From an optimization exercise on the open Yosys and OpenROAD flow, aimed at small area, a short achievable clock period and few clock cycles per item; shortcuts taken in it are not production practice.
Where RTL was checked, it was by simulation tests only, not by an equivalence proof against the original.
Power and IR drop assume default switching activity.

== run 3 ==
==> flow/design.v (excerpt) <==
module double_talk_detector_unit (
   input  wire logic         clock,
   input  wire logic         reset,
   input  wire logic         req_valid,
   output logic              req_ready,
   input  wire logic [15:0]  req_far_sample,
   input  wire logic [15:0]  req_mic_sample,
   input  wire logic         req_frame_end,
   output logic              rsp_valid,
   input  wire logic         rsp_ready,
   output logic [1:0]        rsp_talk_state,
   output logic              rsp_adapt_hold,
   input  wire logic         csr_write_enable,
   input  wire logic [1:0]   csr_index,
   input  wire logic [23:0]  csr_write_data
);
For scale: about 3600 cells after synthesis, roughly 35000 µm² of cells after synthesis.
==> flow/config.mk <==
export PLATFORM = sky130hd
export DESIGN_NAME = double_talk_detector_unit
export DESIGN_NICKNAME = double_talk_detector_unit
export VERILOG_FILES = /design/flow/design.v
export SDC_FILE = /design/flow/constraint.sdc
export NUM_CORES = 4
export LEC_CHECK = 0
export ABC_CLOCK_PERIOD_IN_PS = 3500
export CAP_MARGIN = 20
export CORE_MARGIN = 2
export CORE_UTILIZATION = 40
export PLACE_DENSITY = 0.6
export SLEW_MARGIN = 20
export SYNTH_HIERARCHICAL = 1
==> flow/constraint.sdc <==
create_clock -name core_clock -period 10.0 [get_ports {clock}]
set_input_delay 2.0000 -clock core_clock [delete_from_list [all_inputs] [get_ports {clock}]]
set_output_delay 2.0000 -clock core_clock [all_outputs]
set_load 0.01 [all_outputs]
standard.sh (not shown) runs the stock make flow with config.mk's settings and CLKGATE_MAP_FILE= SYNTH_SCRIPT=/design/flow/synth_recipe.tcl, a recipe that flattens the netlist after the stock synthesis.
==> flow/flow/run.sh <==
#!/bin/bash
# The standard layout, with timing repair aiming below the clock period:
# repair_timing works to a setup slack of MARGIN ns at the design's clock.
set -euo pipefail
MARGIN=${MARGIN:-6.5}
bash standard.sh finish SETUP_SLACK_MARGIN=$MARGIN > flow.log 2>&1
Testbench counts of run 3, summed over its fixed seeds: cycles 29,652, items 384.
What run 4 does differently from run 3 at the input level:
--- a/flow/design.v
+++ b/flow/design.v
@@ -634,29 +634,27 @@
    output logic              rsp_valid,
    input  wire logic         rsp_ready,
    output logic [1:0]        rsp_talk_state,
    output logic              rsp_adapt_hold,
    input  wire logic         csr_write_enable,
    input  wire logic [1:0]   csr_index,
    input  wire logic [23:0]  csr_write_data
 );
    localparam int NB = 20;    
    localparam logic [1:0] A_IDLE = 2'd0;
-   localparam logic [1:0] A_DIVF = 2'd1;
+   localparam logic [1:0] A_DIV  = 2'd1;
    localparam logic [1:0] A_DONE = 2'd2;
-   localparam logic [1:0] A_DIVM = 2'd3;
    localparam logic [2:0] B_IDLE = 3'd0;
    localparam logic [2:0] B_FAR  = 3'd1;
    localparam logic [2:0] B_MIC  = 3'd2;
    localparam logic [2:0] B_RAT  = 3'd3;
    localparam logic [2:0] B_OUT  = 3'd4;
-   localparam logic [2:0] B_MW   = 3'd5;
    logic [15:0]   alpha_ff;
    logic [15:0]   ratio_ff;
    logic [23:0]   silence_ff;
    logic          ready_ff;
    logic          in_v_ff, in_last_ff;
    logic [14:0]   in_fy_ff, in_my_ff;
    logic          in_fs_ff, in_ms_ff;
    logic [9:0]    cnt_ff, dcnt_ff;
    logic          full_ff;
    logic          clr_ff;
@@ -740,63 +738,64 @@
          full_ff <= 1'b0;
          clr_ff  <= 1'b1;
       end else begin
          in_v_ff <= keep_in;
          full_ff <= full_in;
          clr_ff  <= full_in && (a_st_in == A_IDLE);
          cnt_ff  <= cnt_in;
       end
    end
    logic [1:0]  a_st_in;
-   logic [1:0]  dq_o;
-   logic [10:0] drem_o;
-   logic        a_mic;
+   logic [10:0] frem_o, mrem_o;
+   logic [1:0]  fq_o, mq_o;
    logic        b_fin;
    assign load = full_ff && (a_st_ff == A_IDLE);
-   assign a_mic = (a_st_ff == A_DIVM);
-   dtd_div4 u_div (
-      .rem   (a_mic ? mrem_ff : frem_ff),
-      .nxt   (a_mic ? mq_ff[29:28] : fq_ff[29:28]),
+   dtd_div4 u_fdiv (
+      .rem   (frem_ff),
+      .nxt   (fq_ff[29:28]),
       .d     (div_ff),
       .d3    (div3_ff),
-      .rem_o (drem_o),
-      .q_o   (dq_o)
+      .rem_o (frem_o),
+      .q_o   (fq_o)
+   );
+   dtd_div4 u_mdiv (
+      .rem   (mrem_ff),
+      .nxt   (mq_ff[29:28]),
+      .d     (div_ff),
+      .d3    (div3_ff),
+      .rem_o (mrem_o),
+      .q_o   (mq_o)
    );
    always_comb begin
       a_st_in = a_st_ff;
       case (a_st_ff)
-         A_IDLE:  if (full_ff) a_st_in = A_DIVF;
-         A_DIVF:  if (a_cnt_ff == 4'd14) a_st_in = A_DIVM;
-         A_DIVM:  if (a_cnt_ff == 4'd14) a_st_in = A_DONE;
+         A_IDLE:  if (full_ff) a_st_in = A_DIV;
+         A_DIV:   if (a_cnt_ff == 4'd14) a_st_in = A_DONE;
          A_DONE:  if (b_fin) a_st_in = A_IDLE;
          default: a_st_in = A_IDLE;
       endcase
    end
    always_ff @(posedge clock) begin
       if (load) begin
          frem_ff  <= fres[40:30];
          fq_ff    <= fres[29:0];
          mrem_ff  <= mres[40:30];
          mq_ff    <= mres[29:0];
          div_ff   <= {1'b0, dcnt_ff} + 11'd2;
          div3_ff  <= {3'b0, dcnt_ff} + {2'b0, dcnt_ff, 1'b0} + 13'd6;
          a_cnt_ff <= '0;
-      end else begin
-         if (a_st_ff == A_DIVF) begin
-            frem_ff <= drem_o;
-            fq_ff   <= {fq_ff[27:0], dq_o};
-         end
-         if (a_st_ff == A_DIVM) begin
-            mrem_ff <= drem_o;
-            mq_ff   <= {mq_ff[27:0], dq_o};
-         end
-         a_cnt_ff <= (a_cnt_ff == 4'd14) ? 4'd0 : a_cnt_ff + 4'd1;
+      end else if (a_st_ff == A_DIV) begin
+         frem_ff  <= frem_o;
+         fq_ff    <= {fq_ff[27:0], fq_o};
+         mrem_ff  <= mrem_o;
+         mq_ff    <= {mq_ff[27:0], mq_o};
+         a_cnt_ff <= a_cnt_ff + 4'd1;
       end
       if (reset) begin
          a_st_ff <= A_IDLE;
       end else begin
          a_st_ff <= a_st_in;
       end
    end
    logic [2:0]  b_ph_in;
    logic [3:0]  b_j_in;
    logic        out_free;
@@ -812,33 +811,29 @@
    logic [3:0]  bidx_in;
    logic [15:0] mval_in;
    logic [2:0]  trip_in;
    logic        d_one, d_two, d_neg;
    always_comb begin
       b_ph_in = b_ph_ff;
       b_j_in  = b_j_ff + 4'd1;
       case (b_ph_ff)
          B_IDLE: begin
             b_j_in = '0;
-            if (a_st_in == A_DIVM || a_st_in == A_DONE) b_ph_in = B_FAR;
+            if (a_st_ff == A_DONE) b_ph_in = B_FAR;
          end
          B_FAR, B_MIC, B_RAT: begin
             if (b_j_ff == 4'd10) begin
                b_j_in  = '0;
-               b_ph_in = (b_ph_ff == B_FAR) ? ((a_st_in == A_DONE) ? B_MIC : B_MW) :
+               b_ph_in = (b_ph_ff == B_FAR) ? B_MIC :
                          (b_ph_ff == B_MIC) ? B_RAT : B_OUT;
             end
          end
-         B_MW: begin
-            b_j_in = '0;
-            if (a_st_in == A_DONE) b_ph_in = B_MIC;
-         end
          B_OUT: begin
             b_j_in = '0;
             if (out_free) b_ph_in = B_IDLE;
          end
          default: begin
             b_j_in  = '0;
             b_ph_in = B_IDLE;
          end
       endcase
    end
--- outcome ---
Run 4 vs run 3: power consumed by the clock network up by a few percent. As far as met3 usage is concerned, run 4 and run 3 perform about the same. Fraction of synthesized area in multiplexers was lower in run 3 than in run 4. The number of cells on the worst reg-to-reg path in run 4 was lower than what run 3 gave. Area of the multi-input gates (run 4 over run 3): increase, 7.0%. A launching instance or port of the critical path of in_fy_ff[12] is what run 4 shows, while ctl_ff[6] belongs to run 3.
Testbench counts of run 4, summed over its fixed seeds: cycles 29,390, items 384.


== run A ==
RTL: one of the versions met above, not the one the previous note started from.
For scale: roughly 460 flip-flops, ~37,000 um2 of cells after synthesis.
export LEC_CHECK = 0
export ABC_CLOCK_PERIOD_IN_PS = 3500
export CAP_MARGIN = 20
export CORE_MARGIN = 2
export CORE_UTILIZATION = 40
export PLACE_DENSITY = 0.6
export SLEW_MARGIN = 20
export SYNTH_HIERARCHICAL = 1
create_clock -name core_clock -period 10.0 [get_ports {clock}]
==> flow/flow/run.sh <==
#!/bin/bash
# The standard layout, with timing repair aiming below the clock period:
# repair_timing works to a setup slack of MARGIN ns at the design's clock.
set -euo pipefail
MARGIN=${MARGIN:-7}
bash standard.sh finish SETUP_SLACK_MARGIN=$MARGIN > flow.log 2>&1
Testbench counts of run A, summed over its fixed seeds: cycles 29,390, items 384.
The inputs of run B differ from those of run A as listed below.
diff --git a/flow/design.v b/flow/design.v
--- a/flow/design.v
+++ b/flow/design.v
@@ -663,19 +663,18 @@
    logic [1:0]    a_st_ff;
    logic [3:0]    a_cnt_ff;
    logic [10:0]   div_ff;
    logic [12:0]   div3_ff;
    logic [10:0]   frem_ff, mrem_ff;
    logic [29:0]   fq_ff, mq_ff;
    logic [2:0]    b_ph_ff;
    logic [3:0]    b_j_ff;
    logic [32:0]   acc_ff;
-   logic          hit_ff;
    logic [30:0]   flvl_ff, mlvl_ff;
    logic          out_valid_ff;
    logic [1:0]    talk_ff;
    always_ff @(posedge clock) begin
       if (reset) begin
          alpha_ff   <= dtd_pkg::ALPHA_RESET;
          ratio_ff   <= dtd_pkg::RATIO_RESET;
          silence_ff <= dtd_pkg::SILENCE_RESET;
       end else if (csr_write_enable) begin
@@ -798,19 +797,19 @@
    end
    logic [2:0]  b_ph_in;
    logic [3:0]  b_j_in;
    logic        out_free;
    logic        far_on, mic_on, hit;
    logic [1:0]  talk_new;
    typedef struct packed {
       logic yf1, yf2, ym1, ym2, yfq, ymq, yneg;
       logic xacc, xf, xm;
-      logic ash, xr, hcap;
+      logic ash, ans, ainit;
       logic wf, wm;
    } ctl_type;
    ctl_type     ctl_ff, ctl_in;
    logic [3:0]  bidx_in;
    logic [15:0] mval_in;
    logic [2:0]  trip_in;
    logic        d_one, d_two, d_neg;
    always_comb begin
       b_ph_in = b_ph_ff;
@@ -874,74 +873,74 @@
                ctl_in.wm   = (b_ph_in == B_MIC);
             end else begin
                ctl_in.yf1  = d_one && (b_ph_in == B_FAR);
                ctl_in.yf2  = d_two && (b_ph_in == B_FAR);
                ctl_in.ym1  = d_one && (b_ph_in == B_MIC);
                ctl_in.ym2  = d_two && (b_ph_in == B_MIC);
                ctl_in.yneg = d_neg;
                ctl_in.xacc = (b_j_in != 4'd1);
                ctl_in.ash  = (b_j_in != 4'd9);
+               ctl_in.ans  = (b_j_in == 4'd9);
             end
          end
          B_RAT: begin
             if (b_j_in == 4'd0) begin
-               ctl_in.xr   = 1'b1;
+               ctl_in.ainit = 1'b1;
             end else if (b_j_in == 4'd5) begin
                ctl_in.ym1  = 1'b1;
                ctl_in.yneg = 1'b1;
                ctl_in.xacc = 1'b1;
+               ctl_in.ans  = 1'b1;
             end else begin
                ctl_in.yf1  = d_one;
                ctl_in.yf2  = d_two;
                ctl_in.yneg = d_neg;
                ctl_in.xacc = 1'b1;
                ctl_in.ash  = (b_j_in != 4'd10);
-               ctl_in.hcap = (b_j_in == 4'd10);
+               ctl_in.ans  = (b_j_in == 4'd10);
             end
          end
          default: ;
       endcase
    end
    logic [33:0] xop, ysel, yop, sum;
    assign xop  = ({34{ctl_ff.xacc}} & {acc_ff[32], acc_ff}) |
                  ({34{ctl_ff.xf}} & {{3{flvl_ff[30]}}, flvl_ff}) |
-                 ({34{ctl_ff.xm}} & {{3{mlvl_ff[30]}}, mlvl_ff}) |
-                 ({34{ctl_ff.xr}} & {18'd0, ratio_ff});
+                 ({34{ctl_ff.xm}} & {{3{mlvl_ff[30]}}, mlvl_ff});
    assign ysel = ({34{ctl_ff.yf1}} & {{3{flvl_ff[30]}}, flvl_ff}) |
                  ({34{ctl_ff.yf2}} & {{2{flvl_ff[30]}}, flvl_ff, 1'b0}) |
                  ({34{ctl_ff.ym1}} & {{3{mlvl_ff[30]}}, mlvl_ff}) |
                  ({34{ctl_ff.ym2}} & {{2{mlvl_ff[30]}}, mlvl_ff, 1'b0}) |
                  ({34{ctl_ff.yfq}} & {4'd0, fq_ff}) |
                  ({34{ctl_ff.ymq}} & {4'd0, mq_ff});
    assign yop  = ysel ^ {34{ctl_ff.yneg}};
    assign sum  = xop + yop + {33'd0, ctl_ff.yneg};
    assign b_fin    = (b_ph_ff == B_MIC) && (b_j_ff == 4'd10);
    assign out_free = !out_valid_ff || rsp_ready;
    assign far_on   = (flvl_ff[29:0] > {6'd0, silence_ff});
    assign mic_on   = (mlvl_ff[29:0] > {6'd0, silence_ff});
-   assign hit      = hit_ff;
+   assign hit      = acc_ff[32];
    assign talk_new = (far_on && mic_on && hit) ? 2'd3 :
                      far_on ? 2'd1 :
                      mic_on ? 2'd2 : 2'd0;
    always_ff @(posedge clock) begin
       if (reset) begin
          ctl_ff <= '0;
       end else begin
          ctl_ff <= ctl_in;
       end
-      if (ctl_ff.ash) begin
+      if (ctl_ff.ainit) begin
+         acc_ff <= {17'd0, ratio_ff};
+      end else if (ctl_ff.ash) begin
          acc_ff <= {sum[33], sum[33:2]};
-      end else begin
+      end else if (ctl_ff.ans) begin
          acc_ff <= sum[32:0];
       end
-      if (ctl_ff.hcap) begin
-         hit_ff <= sum[32];
-      end
       if (reset) begin
          flvl_ff <= '0;
          mlvl_ff <= '0;
       end else begin
          if (ctl_ff.wf) flvl_ff <= sum[30:0];
          if (ctl_ff.wm) mlvl_ff <= sum[30:0];
       end
       if (reset) begin
          b_ph_ff      <= B_IDLE;
Findings:
- Portion of total power attributed to combinational logic: run B higher than run A
- Looking at number of vias per cell, run B sits 0.023 higher than run A does.
- The higher critical path depth came out of run B.
- Final weighted congestion in routability-driven placement across run B and run A: no real change.
- Setup slack: run B less than run A
- Of run B and run A, the run reporting the lower proportion of cell area occupied by registers was run A.
- On post-route setup TNS, run B tracks run A almost exactly.
- Compared with run A, in run B clock period minus final worst setup slack shows an increase of 0.46 ns, final worst-path cycle share shows an increase of 4.6 points, layout clock buffer count shows an increase of 4, effective utilization at floorplan shows no meaningful change.
- Compared to run A, the router laid down less metal wire for run B.
For run B, only the layout was checked, not whether the RTL still works.

==> re-timing with driven ports <==
Ports are ideal in the flow. The routed layouts listed here were re-timed in OpenROAD. Step 1 (the two cells are an assumption about what drives the block):
set clk [get_ports {clock}]
set_driving_cell -lib_cell sky130_fd_sc_hd__clkbuf_16 $clk
set_driving_cell -lib_cell sky130_fd_sc_hd__buf_2 [delete_from_list [all_inputs] $clk]
Step 2 adds t to the input delays and takes it off the output delays; t is the mean of the earliest and latest rising clock arrival at the registers after step 1. Input paths then give back, and output paths get back, about the clock's delay inside the block. Three values: ideal, step 1, step 2; two values: the first two.
| run | shift t [ns] | setup slack, ns | worst setup path at the end | worst register clock-pin slew, ns | worst slew at a driven data input, ns |
|---|---|---|---|---|---|
| run 3 | 0.706 | 6.457 / 6.457 / 5.909 | input to register | 0.06 / 0.06 | 0.06 |
| run 4 | 0.684 | 6.510 / 6.510 / 5.979 | input to register | 0.07 / 0.07 | 0.05 |
| run A | 0.692 | 6.483 / 6.483 / 6.283 | input to register | 0.07 / 0.07 | 0.07 |
| run B | 0.682 | 6.022 / 6.022 / 6.022 | register to register | 0.07 / 0.07 | 0.06 |
After both steps every run listed still meets setup and hold. For run 3, which loses most, drivers alone change the setup slack by 0.000 ns; drivers and shift together by -0.548 ns.
